Background: an optimization exercise with open tools, aiming at small area, a short achievable clock period and few clock cycles. Do not read the settings as production practice.
Where RTL was checked, it was by simulation tests only, not by an equivalence proof against the original.

==> flow/design.v <==
`timescale 1ns / 1ps
package tsf_pkg;
  localparam logic [15:0] HEADER_BYTES  = 16'd20;
  localparam logic [7:0]  TS_KIND       = 8'd8;
  localparam int          MIN_REMAIN    = 10;
  localparam logic [3:0]  TS_LAST_INDEX = 4'd9;
  localparam logic [3:0]  TS_VALUE_END  = 4'd5;
  localparam logic [15:0] POS_MAX       = 16'hFFFF;
  localparam logic [16:0] KIND_GAP = 17'(1 + MIN_REMAIN);
  localparam logic [16:0] LEN_GAP  = 17'(MIN_REMAIN - 1);
  localparam int QUEUE_DEPTH = 4;
  localparam int QUEUE_AW    = $clog2(QUEUE_DEPTH);
  typedef enum logic [1:0] {
    PH_WAIT,
    PH_LEN,
    PH_CAPTURE
  } phase_t;
  typedef enum logic [1:0] {
    OUT_NONE,
    OUT_MISS,
    OUT_HIT
  } outcome_t;
  typedef struct packed {
    logic [7:0]  data;
    logic        first;
    logic        last;
    logic [15:0] total_length;
    logic [15:0] pos;
    logic [16:0] pos_len;
    logic        kind_fail;
  } beat_t;
  typedef struct packed {
    logic        found;
    logic [7:0]  option_kind;
    logic [7:0]  option_length;
    logic [31:0] ts_value;
    logic [31:0] ts_echo;
  } result_t;
endpackage
`timescale 1ns / 1ps
module tsf_len_rows
(
  input  logic [15:0] a,
  input  logic [7:0]  d,
  input  logic [15:0] l,
  output logic        k15,
  output logic        ghi,
  output logic        phi,
  output logic        loa,
  output logic        lob
);
  always_comb begin
    logic [15:0] xs;
    logic [15:0] s;
    logic [15:0] k;
    logic [15:0] b;
    logic [15:0] g;
    logic [15:0] pr;
    logic [6:0]  g1, p1;
    logic [3:0]  g2, p2;
    logic [1:0]  g3, p3;
    logic [2:0]  xa, xb;
    logic [2:0]  sa, sb, ka, kb, ba, bb;
    xs = {8'd0, d};
    s  = a ^ xs ^ ~l;
    k  = (a & xs) | (a & ~l) | (xs & ~l);
    b  = {k[14:0], 1'b0};
    g  = s & b;
    pr = s | b;
    for (int m = 0; m < 6; m++) begin
      g1[m] = g[2*m + 4] | (pr[2*m + 4] & g[2*m + 3]);
      p1[m] = pr[2*m + 4] & pr[2*m + 3];
    end
    g1[6] = g[15];
    p1[6] = pr[15];
    for (int m = 0; m < 3; m++) begin
      g2[m] = g1[2*m + 1] | (p1[2*m + 1] & g1[2*m]);
      p2[m] = p1[2*m + 1] & p1[2*m];
    end
    g2[3] = g1[6];
    p2[3] = p1[6];
    for (int m = 0; m < 2; m++) begin
      g3[m] = g2[2*m + 1] | (p2[2*m + 1] & g2[2*m]);
      p3[m] = p2[2*m + 1] & p2[2*m];
    end
    k15 = k[15];
    ghi = g3[1] | (p3[1] & g3[0]);
    phi = p3[1] & p3[0];
    xa  = d[2:0];
    xb  = {d[2], 2'b10};
    sa  = a[2:0] ^ xa ^ ~l[2:0];
    sb  = a[2:0] ^ xb ^ ~l[2:0];
    ka  = (a[2:0] & xa) | (a[2:0] & ~l[2:0]) | (xa & ~l[2:0]);
    kb  = (a[2:0] & xb) | (a[2:0] & ~l[2:0]) | (xb & ~l[2:0]);
    ba  = {ka[1:0], 1'b0};
    bb  = {kb[1:0], 1'b0};
    loa = (sa[2] & ba[2]) | ((sa[2] | ba[2]) & ((sa[1] & ba[1]) | ((sa[1] | ba[1]) & sa[0] & ba[0])));
    lob = (sb[2] & bb[2]) | ((sb[2] | bb[2]) & ((sb[1] & bb[1]) | ((sb[1] | bb[1]) & sb[0] & bb[0])));
  end
endmodule
module tsf_pos_next
(
  input  logic        take,
  input  logic        first,
  input  logic [15:0] pos9,
  input  logic        pos_ovf,
  input  logic [16:0] inc,
  output logic [15:0] pos9_n,
  output logic        pos_ovf_n
);
  assign pos9_n    = !take ? pos9    : first ? 16'd10 : inc[15:0];
  assign pos_ovf_n = !take ? pos_ovf : !first && (pos_ovf || inc[16]);
endmodule
`timescale 1ns / 1ps
module tcp_timestamp_option_finder
(
  input  logic        clk,
  input  logic        rst,
  input  logic        in_valid,
  output logic        in_ready,
  input  logic [7:0]  data_byte,
  input  logic        first_byte,
  input  logic        last_byte,
  input  logic [15:0] total_length,
  output logic        out_valid,
  input  logic        out_ready,
  output logic        found,
  output logic [7:0]  option_kind,
  output logic [7:0]  option_length,
  output logic [31:0] ts_value,
  output logic [31:0] ts_echo
);
  logic        fv;
  logic [7:0]  fd;
  logic        ff;
  logic        fl;
  logic        ffaild;     
  logic        ffail2;     
  logic [15:0] pos9;       
  logic        pos_ovf;    
  logic [7:0]  cnt;
  logic        czero;      
  logic        st_len;     
  logic        st_cap;     
  logic        st_done;    
  logic [71:0] res;        
  logic        take;
  logic        in_faild, in_fail2;
  logic [16:0] p_inc;
  logic        len_k15, len_ghi, len_phi, len_loa, len_lob;
  logic [15:0] pos9_n;
  logic        pos_ovf_n;
  logic        go;
  logic        harmless;
  logic        e_len, e_cap, e_done, e_wait, e_czero;
  logic        d_le1, d_is8, d_is0;
  logic [7:0]  c;
  logic [7:0]  fx;
  logic        at_start;
  logic        hit, miss, settle;
  logic        len_n, cap_n, done_n, czero_n;
  logic [7:0]  cnt_n;
  logic        res_shift, res_hold;
  logic        fv_n, out_valid_n, settled_n, harmless_n;
  assign take   = in_valid && in_ready;
  tsf_len_rows u_len_rows (
    .a   (pos9),
    .d   (data_byte),
    .l   (total_length),
    .k15 (len_k15),
    .ghi (len_ghi),
    .phi (len_phi),
    .loa (len_loa),
    .lob (len_lob)
  );
  assign in_faild = pos_ovf || len_k15 || len_ghi || (len_phi && len_loa);
  assign in_fail2 = pos_ovf || len_k15 || len_ghi || (len_phi && len_lob);
  tsf_pos_next u_pos_next (
    .take      (take),
    .first     (first_byte),
    .pos9      (pos9),
    .pos_ovf   (pos_ovf),
    .inc       (p_inc),
    .pos9_n    (pos9_n),
    .pos_ovf_n (pos_ovf_n)
  );
  assign p_inc  = {1'b0, pos9} + 17'd1;
  assign harmless = (st_done && !ff) || (ff && !fl);
  assign go       = fv && (!out_valid || harmless);
  assign e_len   = !ff && st_len;
  assign e_cap   = !ff && st_cap;
  assign e_done  = !ff && st_done;
  assign e_wait  = ff || !(st_len || st_cap || st_done);
  assign e_czero = !ff && czero;
  assign c       = ff ? 8'd20 : cnt;
  assign d_le1   = fd[7:1] == 7'd0;
  assign d_is8   = fd == 8'd8;
  assign d_is0   = fd == 8'd0;
  assign fx      = {fd[7:2], fd[1] | d_le1, fd[0] && !d_le1};
  assign at_start = e_wait && e_czero;
  always_comb begin
    hit     = e_cap && e_czero;
    miss    = (at_start && d_le1 && ffail2) ||
              (e_len && (d_is0 || (d_le1 ? ffail2 : ffaild)));
    len_n   = at_start && !d_le1 && !d_is8;
    cap_n   = (at_start && d_is8) || (e_cap && !e_czero);
    if (e_len)                  cnt_n = fx - 8'd2;
    else if (at_start && d_is8) cnt_n = 8'd8;
    else if (at_start)          cnt_n = 8'd0;
    else                        cnt_n = c - 8'd1;
    if (e_len)                  czero_n = fd[7:2] == 6'd0 && !(fd[1] && fd[0]);   
    else if (at_start)          czero_n = !d_is8;
    else                        czero_n = !ff && cnt == 8'd1;
    if (!e_done && !hit && fl) miss = 1'b1;
  end
  assign settle = (hit || miss) && !e_done;
  assign done_n = e_done || settle;
  assign res_shift = fv && !out_valid && e_cap && (!fl || czero);
  assign res_hold  = !(fv && !out_valid);
  assign fv_n        = take || (fv && !go);
  assign out_valid_n = (go && settle) || (out_valid && !out_ready);
  assign settled_n   = go ? done_n : st_done;
  assign harmless_n  = take ? ((settled_n && !first_byte) || (first_byte && !last_byte))
                            : ((settled_n && !ff) || (ff && !fl));
  always_ff @(posedge clk) begin
    if (rst) begin
      fv        <= 1'b0;
      in_ready  <= 1'b1;
      pos9      <= 16'd9;
      pos_ovf   <= 1'b0;
      cnt       <= 8'd20;
      czero     <= 1'b0;
      st_len    <= 1'b0;
      st_cap    <= 1'b0;
      st_done   <= 1'b0;
      out_valid <= 1'b0;
    end else begin
      fv        <= fv_n;
      in_ready  <= !fv_n || !out_valid_n || harmless_n;
      out_valid <= out_valid_n;
      pos9      <= pos9_n;
      pos_ovf   <= pos_ovf_n;
      if (go) begin
        cnt     <= cnt_n;
        czero   <= czero_n;
        st_len  <= len_n && !done_n;
        st_cap  <= cap_n && !done_n;
        st_done <= done_n;
      end
    end
  end
  always_ff @(posedge clk) begin
    if (take) begin
      fd    <= data_byte;
      ff    <= first_byte;
      fl    <= last_byte;
      ffaild <= in_faild;
      ffail2 <= in_fail2;
    end
    res <= ({72{res_shift}} & {res[63:0], fd}) | ({72{res_hold}} & res);
    if (go && settle) found <= hit;
  end
  assign option_kind   = {4'd0, found, 3'd0};
  assign option_length = res[71:64];
  assign ts_value      = res[63:32];
  assign ts_echo       = res[31:0];
endmodule
==> flow/config.mk <==
export PLATFORM = sky130hd
export DESIGN_NAME = tcp_timestamp_option_finder
export DESIGN_NICKNAME = tcp_timestamp_option_finder
export VERILOG_FILES = /design/flow/design.v
export SDC_FILE = /design/flow/constraint.sdc
export NUM_CORES = 4
export LEC_CHECK = 0
export CAP_MARGIN = 20
export CORE_MARGIN = 2
export CORE_UTILIZATION = 40
export CTS_BUF_LIST = sky130_fd_sc_hd__clkbuf_8
export PLACE_DENSITY = 0.6
export SETUP_SLACK_MARGIN = 3.6
export SLEW_MARGIN = 20
export SYNTH_HIERARCHICAL = 1
==> flow/constraint.sdc <==
create_clock -name core_clock -period 6.0 [get_ports {clk}]
set_input_delay 1.2000 -clock core_clock [delete_from_list [all_inputs] [get_ports {clk}]]
set_output_delay 1.2000 -clock core_clock [all_outputs]
set_load 0.01 [all_outputs]
standard.sh (not shown) runs the stock make flow with config.mk's settings and CLKGATE_MAP_FILE= SYNTH_SCRIPT=/design/flow/synth_recipe.tcl, a recipe that flattens the netlist after the stock synthesis.
==> flow/flow/run.sh <==
#!/bin/bash
# Layout flow: the standard ORFS flow with two changes.
# - Synthesis leaves adders to abc (no ADDER_MAP_FILE): the design's only arithmetic is a
#   bound check written as a carry tree and two counters, which abc maps faster than the
#   full-adder cells. Registers are mapped exactly as in the standard synthesis.
# - The port buffers that placement inserts are plain sky130_fd_sc_hd__buf_1 cells (ORFS
#   otherwise picks a delay buffer).
# Every ORFS step keeps its own log under orfs/logs/; make's output goes to standard.log.
set -euo pipefail
cd "$(dirname "$0")/.."
export ADDER_MAP_FILE=
export BUFFER_PORTS_ARGS="-buffer_cell sky130_fd_sc_hd__buf_1"
bash standard.sh > standard.log 2>&1
The first run ran to the end with no violations.
Testbench counts at the start, summed over its fixed seeds: cycles 24,217.
Next try:
--- a/flow/design.v
+++ b/flow/design.v
@@ -134,8 +134,7 @@
   logic [7:0]  fd;
   logic        ff;
   logic        fl;
-  logic        ffaild;     
-  logic        ffail2;     
+  logic        ffail;      
   logic [15:0] pos9;       
   logic        pos_ovf;    
   logic [7:0]  cnt;
@@ -145,7 +144,8 @@
   logic        st_done;    
   logic [71:0] res;        
   logic        take;
-  logic        in_faild, in_fail2;
+  logic        in_le1;
+  logic        in_fail;
   logic [16:0] p_inc;
   logic        len_k15, len_ghi, len_phi, len_loa, len_lob;
   logic [15:0] pos9_n;
@@ -163,6 +163,7 @@
   logic        res_shift, res_hold;
   logic        fv_n, out_valid_n, settled_n, harmless_n;
   assign take   = in_valid && in_ready;
+  assign in_le1 = data_byte[7:1] == 7'd0;
   tsf_len_rows u_len_rows (
     .a   (pos9),
     .d   (data_byte),
@@ -173,8 +174,7 @@
     .loa (len_loa),
     .lob (len_lob)
   );
-  assign in_faild = pos_ovf || len_k15 || len_ghi || (len_phi && len_loa);
-  assign in_fail2 = pos_ovf || len_k15 || len_ghi || (len_phi && len_lob);
+  assign in_fail = pos_ovf || len_k15 || len_ghi || (len_phi && (in_le1 ? len_lob : len_loa));
   tsf_pos_next u_pos_next (
     .take      (take),
     .first     (first_byte),
@@ -200,8 +200,7 @@
   assign at_start = e_wait && e_czero;
   always_comb begin
     hit     = e_cap && e_czero;
-    miss    = (at_start && d_le1 && ffail2) ||
-              (e_len && (d_is0 || (d_le1 ? ffail2 : ffaild)));
+    miss    = (at_start && d_le1 && ffail) || (e_len && (d_is0 || ffail));
     len_n   = at_start && !d_le1 && !d_is8;
     cap_n   = (at_start && d_is8) || (e_cap && !e_czero);
     if (e_len)                  cnt_n = fx - 8'd2;
@@ -254,8 +253,7 @@
       fd    <= data_byte;
       ff    <= first_byte;
       fl    <= last_byte;
-      ffaild <= in_faild;
-      ffail2 <= in_fail2;
+      ffail <= in_fail;
     end
     res <= ({72{res_shift}} & {res[63:0], fd}) | ({72{res_hold}} & res);
     if (go && settle) found <= hit;
What happened: Hold slack is about the same. Register-to-register slack gains 0.03 ns. Critical path depth went down by 1. Worst setup slack got worse by 0.23 ns. Flip-flop and latch count drops by 1. Maximum frequency drops by 8.8%. Count of clock-buffer cells in the layout fell by 1. Synthesized cell count goes up by 0.75%.
The RTL of the second run of this note was laid out without a check of its function.

static timing again, ports no longer ideal:
No port has a modelled driver above. Below, the same layouts with a new extraction and two added sets of constraints. Step 1, drivers: a clkbuf_16 drives clk and a buf_2 each remaining input, both assumed. Step 2 moves the port delays by t, midway between the first and last clock arrival at a register: inputs arrive t later, outputs are due t later. That takes back most of the time a late clock gives input paths. Slacks: no drivers / after step 1 / after step 2; pairs: no drivers / after step 1.
| run | t (ns) | setup slack, ns | worst setup path at the end | latest minus earliest clock arrival (ns) | pins driven straight from the clock port |
|---|---|---|---|---|---|
| the first run | 0.461 | 3.644 / 3.656 / 3.195 | input to register | 0.005 / 0.006 | 1 |
| the second run | 0.454 | 3.416 / 3.421 / 2.967 | input to register | 0.013 / 0.013 | 1 |
After both steps setup and hold are still met in every run listed.
